Context: an optimization exercise on an open-source flow, tuned for small area. The choices shown serve that exercise and are no tape-out recipe. Function was checked by simulation only, so behaviour that the tests miss may differ from the original. Power and IR drop assume default switching activity.

**run.sh**
```bash
#!/bin/bash
# synth_recipe.tcl (not shown) runs the flow's synth.tcl, then flattens the netlist and writes it again
# the make line also repeats each setting of config.mk as NAME=value (left out here)
make -C /OpenROAD-flow-scripts/flow DESIGN_CONFIG=/design/flow/config.mk WORK_HOME=/design/flow/orfs CLKGATE_MAP_FILE= SYNTH_SCRIPT=/design/flow/synth_recipe.tcl finish
```
**config.mk**
```make
export PLATFORM = sky130hd
export DESIGN_NAME = chimp_grid_engine
export DESIGN_NICKNAME = chimp_grid_engine
export VERILOG_FILES = /design/flow/design.v
export SDC_FILE = /design/flow/constraint.sdc
export NUM_CORES = 4
export LEC_CHECK = 0
export CAP_MARGIN = 40
export CORE_MARGIN = 2
export CORE_UTILIZATION = 30
export PLACE_DENSITY = 0.45
export SLEW_MARGIN = 40
```
**constraint.sdc**
```tcl
create_clock -name core_clock -period 10.0 [get_ports {clk}]
set_input_delay 2.0000 -clock core_clock [delete_from_list [all_inputs] [get_ports {clk}]]
set_output_delay 2.0000 -clock core_clock [all_outputs]
set_load 0.01 [all_outputs]
```
**design.v**
```verilog
module chimp_grid_engine #(
    parameter int GRID_W    = 8,
    parameter int GRID_H    = 8,
    parameter int NUM_W     = 5,
    parameter int RAND_W    = 8,
    parameter int RETRY_MAX = 15,
    localparam int XW = $clog2(GRID_W),
    localparam int YW = $clog2(GRID_H)
) (
    input  logic              clk,
    input  logic              iResetn,
    input  logic              iStart,
    input  logic [NUM_W-1:0]  iCount,
    input  logic [RAND_W-1:0] iRandNum,
    input  logic              iClickValid,
    input  logic [XW-1:0]     iClickX,
    input  logic [YW-1:0]     iClickY,
    input  logic [XW-1:0]     iRdX,
    input  logic [YW-1:0]     iRdY,
    output logic              oRdActive,
    output logic              oRdShown,
    output logic [NUM_W-1:0]  oRdNum,
    output logic              oBusy,
    output logic [2:0]        oState,
    output logic [NUM_W-1:0]  oNextNum,
    output logic              oCorrect,
    output logic              oWrong,
    output logic              oWon,
    output logic              oLost
);
    localparam int NC   = GRID_W * GRID_H;
    localparam int IW   = $clog2(NC);
    localparam int NMAX = (1 << NUM_W) - 1;
    localparam int CMAX = (NC < NMAX) ? NC : NMAX;
    localparam int RTW  = $clog2(RETRY_MAX + 1);
    typedef enum logic [2:0] {
        S_IDLE   = 3'd0,
        S_CLEAR  = 3'd1,
        S_LOAD   = 3'd2,
        S_SHOW   = 3'd3,
        S_HIDDEN = 3'd4,
        S_WON    = 3'd5,
        S_LOST   = 3'd6
    } state_t;
    state_t           state_q, state_d;
    logic             act_q [NC];
    logic [NUM_W-1:0] num_q [NC];
    logic [NUM_W-1:0] cnt_q, next_q, tile_q;
    logic [RTW-1:0]   retry_q;
    logic [IW-1:0]    clr_q;
    logic             correct_q, wrong_q;
    logic             rd_act_q, rd_shown_q;
    logic [NUM_W-1:0] rd_num_q;
    logic [XW-1:0]    draw_x;
    logic [YW-1:0]    draw_y;
    logic [IW-1:0]    draw_idx, free_idx, place_idx, click_idx, rd_idx;
    logic             draw_ok, click_in, click_hit, rd_in;
    logic             place, click_good, click_bad;
    logic [NUM_W-1:0] click_num;
    logic             unused_rand;
    function automatic logic [IW-1:0] cell_idx(input logic [XW-1:0] x,
                                               input logic [YW-1:0] y);
        cell_idx = IW'(y * GRID_W + x);
    endfunction
    function automatic logic [NUM_W-1:0] clamp_cnt(input logic [NUM_W-1:0] c);
        if (c == '0)
            clamp_cnt = NUM_W'(1);
        else if (c > CMAX)
            clamp_cnt = NUM_W'(CMAX);
        else
            clamp_cnt = c;
    endfunction
    assign unused_rand = ^{1'b0, iRandNum};
    assign draw_x   = iRandNum[XW-1:0];
    assign draw_y   = iRandNum[XW+YW-1:XW];
    assign draw_idx = cell_idx(draw_x, draw_y);
    assign draw_ok  = (draw_x < GRID_W) && (draw_y < GRID_H)
                      && !act_q[draw_idx];
    assign click_idx = cell_idx(iClickX, iClickY);
    assign click_in  = (iClickX < GRID_W) && (iClickY < GRID_H);
    assign click_hit = iClickValid && click_in && act_q[click_idx];
    assign click_num = num_q[click_idx];
    assign rd_idx = cell_idx(iRdX, iRdY);
    assign rd_in  = (iRdX < GRID_W) && (iRdY < GRID_H);
    always_comb begin
        free_idx = '0;
        for (int i = NC - 1; i >= 0; i--)
            if (!act_q[i])
                free_idx = IW'(i);
    end
    always_comb begin
        state_d    = state_q;
        place      = 1'b0;
        place_idx  = draw_idx;
        click_good = 1'b0;
        click_bad  = 1'b0;
        if (iStart) begin
            state_d = S_CLEAR;
        end else begin
            unique case (state_q)
                S_CLEAR: begin
                    if (clr_q == IW'(NC - 1))
                        state_d = S_LOAD;
                end
                S_LOAD: begin
                    if (draw_ok) begin
                        place = 1'b1;
                    end else if (retry_q == RTW'(RETRY_MAX - 1)) begin
                        place     = 1'b1;
                        place_idx = free_idx;
                    end
                    if (place && tile_q == cnt_q)
                        state_d = S_SHOW;
                end
                S_SHOW, S_HIDDEN: begin
                    if (click_hit) begin
                        if (click_num == next_q) begin
                            click_good = 1'b1;
                            state_d = (click_num == cnt_q) ? S_WON : S_HIDDEN;
                        end else begin
                            click_bad = 1'b1;
                            state_d   = S_LOST;
                        end
                    end
                end
                default: ;
            endcase
        end
    end
    always_ff @(posedge clk or negedge iResetn) begin
        if (!iResetn)
            state_q <= S_IDLE;
        else
            state_q <= state_d;
    end
    always_ff @(posedge clk or negedge iResetn) begin
        if (!iResetn) begin
            for (int i = 0; i < NC; i++) begin
                act_q[i] <= 1'b0;
                num_q[i] <= '0;
            end
            cnt_q      <= '0;
            next_q     <= NUM_W'(1);
            tile_q     <= NUM_W'(1);
            retry_q    <= '0;
            clr_q      <= '0;
            correct_q  <= 1'b0;
            wrong_q    <= 1'b0;
            rd_act_q   <= 1'b0;
            rd_shown_q <= 1'b0;
            rd_num_q   <= '0;
        end else begin
            correct_q  <= click_good;
            wrong_q    <= click_bad;
            rd_act_q   <= rd_in && act_q[rd_idx];
            rd_shown_q <= rd_in && act_q[rd_idx]
                          && (state_q == S_SHOW || state_q == S_LOST);
            rd_num_q   <= rd_in ? num_q[rd_idx] : '0;
            if (iStart) begin
                cnt_q   <= clamp_cnt(iCount);
                next_q  <= NUM_W'(1);
                tile_q  <= NUM_W'(1);
                retry_q <= '0;
                clr_q   <= '0;
            end else begin
                if (state_q == S_CLEAR) begin
                    act_q[clr_q] <= 1'b0;
                    num_q[clr_q] <= '0;
                    clr_q        <= clr_q + 1'b1;
                end
                if (state_q == S_LOAD) begin
                    if (place) begin
                        act_q[place_idx] <= 1'b1;
                        num_q[place_idx] <= tile_q;
                        tile_q           <= tile_q + 1'b1;
                        retry_q          <= '0;
                    end else begin
                        retry_q <= retry_q + 1'b1;
                    end
                end
                if (click_good) begin
                    act_q[click_idx] <= 1'b0;
                    next_q           <= next_q + 1'b1;
                end
            end
        end
    end
    assign oRdActive = rd_act_q;
    assign oRdShown  = rd_shown_q;
    assign oRdNum    = rd_num_q;
    assign oBusy     = (state_q == S_CLEAR) || (state_q == S_LOAD);
    assign oState    = state_q;
    assign oNextNum  = next_q;
    assign oCorrect  = correct_q;
    assign oWrong    = wrong_q;
    assign oWon      = (state_q == S_WON);
    assign oLost     = (state_q == S_LOST);
endmodule
```
==> results.txt <==
worst reg2reg max path: cells and delay by family, from the launching register on:
kind,cells,cell delay [ps]
AOI/OAI and AO/OA,5,2330
DFF,1,670
and+or+nand+nor,5,2500
cells in the final DEF, fill, tap and decap left out, types with 13 or more instances in the layout:
| cell type | n |
|---|---|
| a221oi_1 | 94 |
| nand2_1 | 197 |
| a22oi_1 | 68 |
| buf_4 | 169 |
| and3_1 | 135 |
| o22ai_1 | 38 |
| o21ai_0 | 145 |
| or2_2 | 13 |
| o211ai_1 | 18 |
| nor3_1 | 78 |
| a32oi_1 | 18 |
| and2_1 | 14 |
| mux2i_1 | 14 |
| a31oi_1 | 20 |
| nand4_1 | 77 |
| diode_2 | 13 |
| a2111oi_0 | 33 |
| inv_1 | 27 |
| clkdlybuf4s50_1 | 39 |
| nor2_2 | 35 |
| nor2b_1 | 19 |
| nand3_1 | 142 |
| a22o_1 | 300 |
| a32o_1 | 35 |
| nor2_1 | 253 |
| clkbuf_16 | 53 |
| dfrtp_1 | 415 |
| a21oi_1 | 47 |
| a221o_1 | 45 |
| nor3b_1 | 18 |
power groups by stage:
stage	combinational [mW]	clock [mW]	sequential [mW]
4_1_cts	0.828	2.07	2.17
2_1_floorplan	0.470	0	1.95
5_1_grt	0.892	2.14	2.18
3_5_place_dp	0.825	0	2.20
3_3_place_gp	0.811	0	2.20
6_report	0.875	2.07	2.21
per-layer routing:
layer / wire [um] / vias up / track usage
met3: 28300 / 794 / 0.189
li1: - / 11300 / -
met1: 83100 / 15900 / 0.598
met2: 85800 / 2829 / 0.657
met5: 199 / - / 0.00649
met4: 17900 / 20 / 0.310
cell type report:
cell class / instances / area [sq um]
Inverter: 28 / 105
Fill cell: 8768 / 54900
Multi-Input combinational cell: 2162 / 14500
Clock buffer: 72 / 1490
Sequential cell: 421 / 10500
Antenna cell: 13 / 32.5
Timing Repair Buffer: 230 / 1880
Clock inverter: 25 / 323
Tap cell: 1144 / 1430
kinds of logic (layout without fill, tap and decap cells):
logic type	after synthesis	after routing	share of synthesized area
simple gates	1112	1112	0.224
xor+xnor	20	20	0.00710
buf+inv	250	355	0.0403
fa+ha+maj	8	8	0.00389
other cells	0	13	0
mux	26	26	0.0115
compound gates	996	996	0.304
flops	421	421	0.409
worst max path at each step:
stage / endpoint / slack, ps / cells past startpoint
2_1_floorplan: act_q[31]$_DFFE_PN0N_ / 5020 / 14
3_3_place_gp: act_q[8]$_DFFE_PN0N_ / 2070 / 11
3_5_place_dp: num_q[7][3]$_DFFE_PN0N_ / 2440 / 11
4_1_cts: num_q[7][3]$_DFFE_PN0N_ / 3110 / 11
5_1_grt: act_q[40]$_DFFE_PN0N_ / 3000 / 13
6_report: act_q[8]$_DFFE_PN0N_ / 2850 / 12
state kept, by name, indices dropped and copies added (netlist names):
register,cells
state_q,3
rd_act_q,1
correct_q,1
num_q,320
tile_q,5
rd_num_q,5
clr_q,6
next_q,5
act_q,64
retry_q,4
wrong_q,1
rd_shown_q,1
cnt_q,5
through the flow:
step	utilization	setup WS, ps	total power [mW]	instance area (sq um)
floorplan	-	5020	2.42	25700
global placement	0.331	2070	3.01	28200
detailed placement	0.333	2440	3.02	28300
CTS	0.354	3110	5.07	30200
global route	0.355	3000	5.21	30300
finish	0.356	2850	5.15	30300
==> reports/metrics.cfg <==
[run_status]
status=finished clean

[worst_setup_path]
end_kind=flip-flop
worst_ep_arrival_time_ps=7660
rrSetupSlack_ps=4390
crit_fanout=23
cpLargestDelayFamily=simple AND/OR/NAND/NOR gates
worstPathRequired_ps=10510
path_cells=clkdlybuf4s50_1, buf_4, nand4b_1, nor2_1, a2111oi_0, nand4_1, and4b_1, o21ai_0, nor4b_2, nand2_2, nor4_1, a21oi_1
critPathKind=primary input to flip-flop
worstReg2RegEnd=num_q[7][3]$_DFFE_PN0N_
path_buf_inv=2
r2r_start=act_q[40]$_DFFE_PN0N_
cp_slowest_stage_delay_ps=920
crit_path_start_kind=primary input
critPathSlowestCell=nor2_1
reg2regPathDepth=10
crit_start=iClickX[2]

[hold_path]
hold_start=retry_q[3]$_DFFE_PN0P_
hold_depth=1
min_to=retry_q[3]$_DFFE_PN0P_
min_path_type=flip-flop to flip-flop

[timing]
hold_viol=0
drv_slew=0
finClkSkew_ps=35.7
period_needed_ps=7150
finalCritPeriodShare=0.715
relSlewSlack=0.328
worst_hold_slack_ps=499
setup_viol=0
tightest_slew_ps=1010
setup-tns-final_ps=0
timing.fmax_ghz=0.140
rsz0062_at_grt=false

[floorplan]
pin_count=49
die_w_um=297
coreArea_sq_um=85100
die_h_um=297
start_util=0.302
die-area_sq_um=88200
placementRows=107

[synthesis]
yosysTopAreaCell=dfrtp_1
synthTopCellsByCount=419 x dfrtp_1, 300 x a22o_1, 287 x nor2_1
synth_area_leaders=dfrtp_1 41%, a22o_1 10%, nor2_1 4.2%
synth.most_common_cell=dfrtp_1
synth-edff-count=0
syn_inst=2833
ys_seq_elements=421
yosysSeqAreaShare=0.409
ys_types=98
avgSynthCellArea_sq_um=9.09
synth_fp_nets=2870
ys.flop_type=dfrtp_1
synthArstFlopShare=1.00
ys_warn_count=3
post-synth-top-area-fraction=0.407
syn_area_sq_um=25700

[global_route]
grt_overflow_total=0
antenna_found_initial=27
grt_pass1_wl_mm=278
grt_pass1_vias=27700
grt_max_degree=93
grt_usage=0.471

[drt]
final_antenna_net_count=0
firstDrtPassIters=8
first_iter_violations=5453
wl_mm=215
vias=30800
routed_via_density=7.53
route.detailed.drc=0
wl_per_cell_um=52.6

[cts]
cts_post_setup_buffers_inserted=0
cts_resized=0
cts.sinks=421
tritoncts=built
clk_pin_slew_worst_paths_ps=60
clk_latency_ps=690
htree_levels=2
clk_path_buf_depth=3
numCtsBuffers=53
cts_root_buf=clkbuf_16
ctsHoldBuffers=0

[power]
pwr-share-comb=0.170
p_sw_mw=1.89
p_sw_frac=0.367
power_density_nw_per_um2=170
sequentialPowerShare=0.429
intPower_mw=3.26
ir_drop_uv=137
p_leak_nw=12.3
p_clk_frac=0.402

[place]
placedCellCount=3979
gp_congestion=1.12
dp_hpwl_mm=161
portBuffers=46

[final_layout]
area_delta_synth_final_pct=17.7
drive_above_1_share=0.140
finalNonFillerCells=4095
nets=2933

[job]
max-cap-violations=0

-- separate check: timing with driven ports --
The results above use ideal ports. As a check the final layout listed here was re-extracted and re-timed, cells and wires unchanged.
Step 1: set_driving_cell puts a clkbuf_16 on clk and a buf_2 on each other input, an assumption about the parent block.
Step 2, shift: input delay + t, output delay - t, t = (earliest + latest rising clock arrival at the registers) / 2. This alone moves slack from input paths to output paths.
Three values: ideal ports, drivers, drivers and shift; two values: the first two.
t (ns): 0.741
setup slack, ns: 2.848 / 2.881 / 2.140
slew at the worst register clock pin (ns): 0.07 / 0.07
After both steps this run still meets setup and hold. For this run, drivers alone change the setup slack by +0.033 ns; drivers and shift together by -0.708 ns.
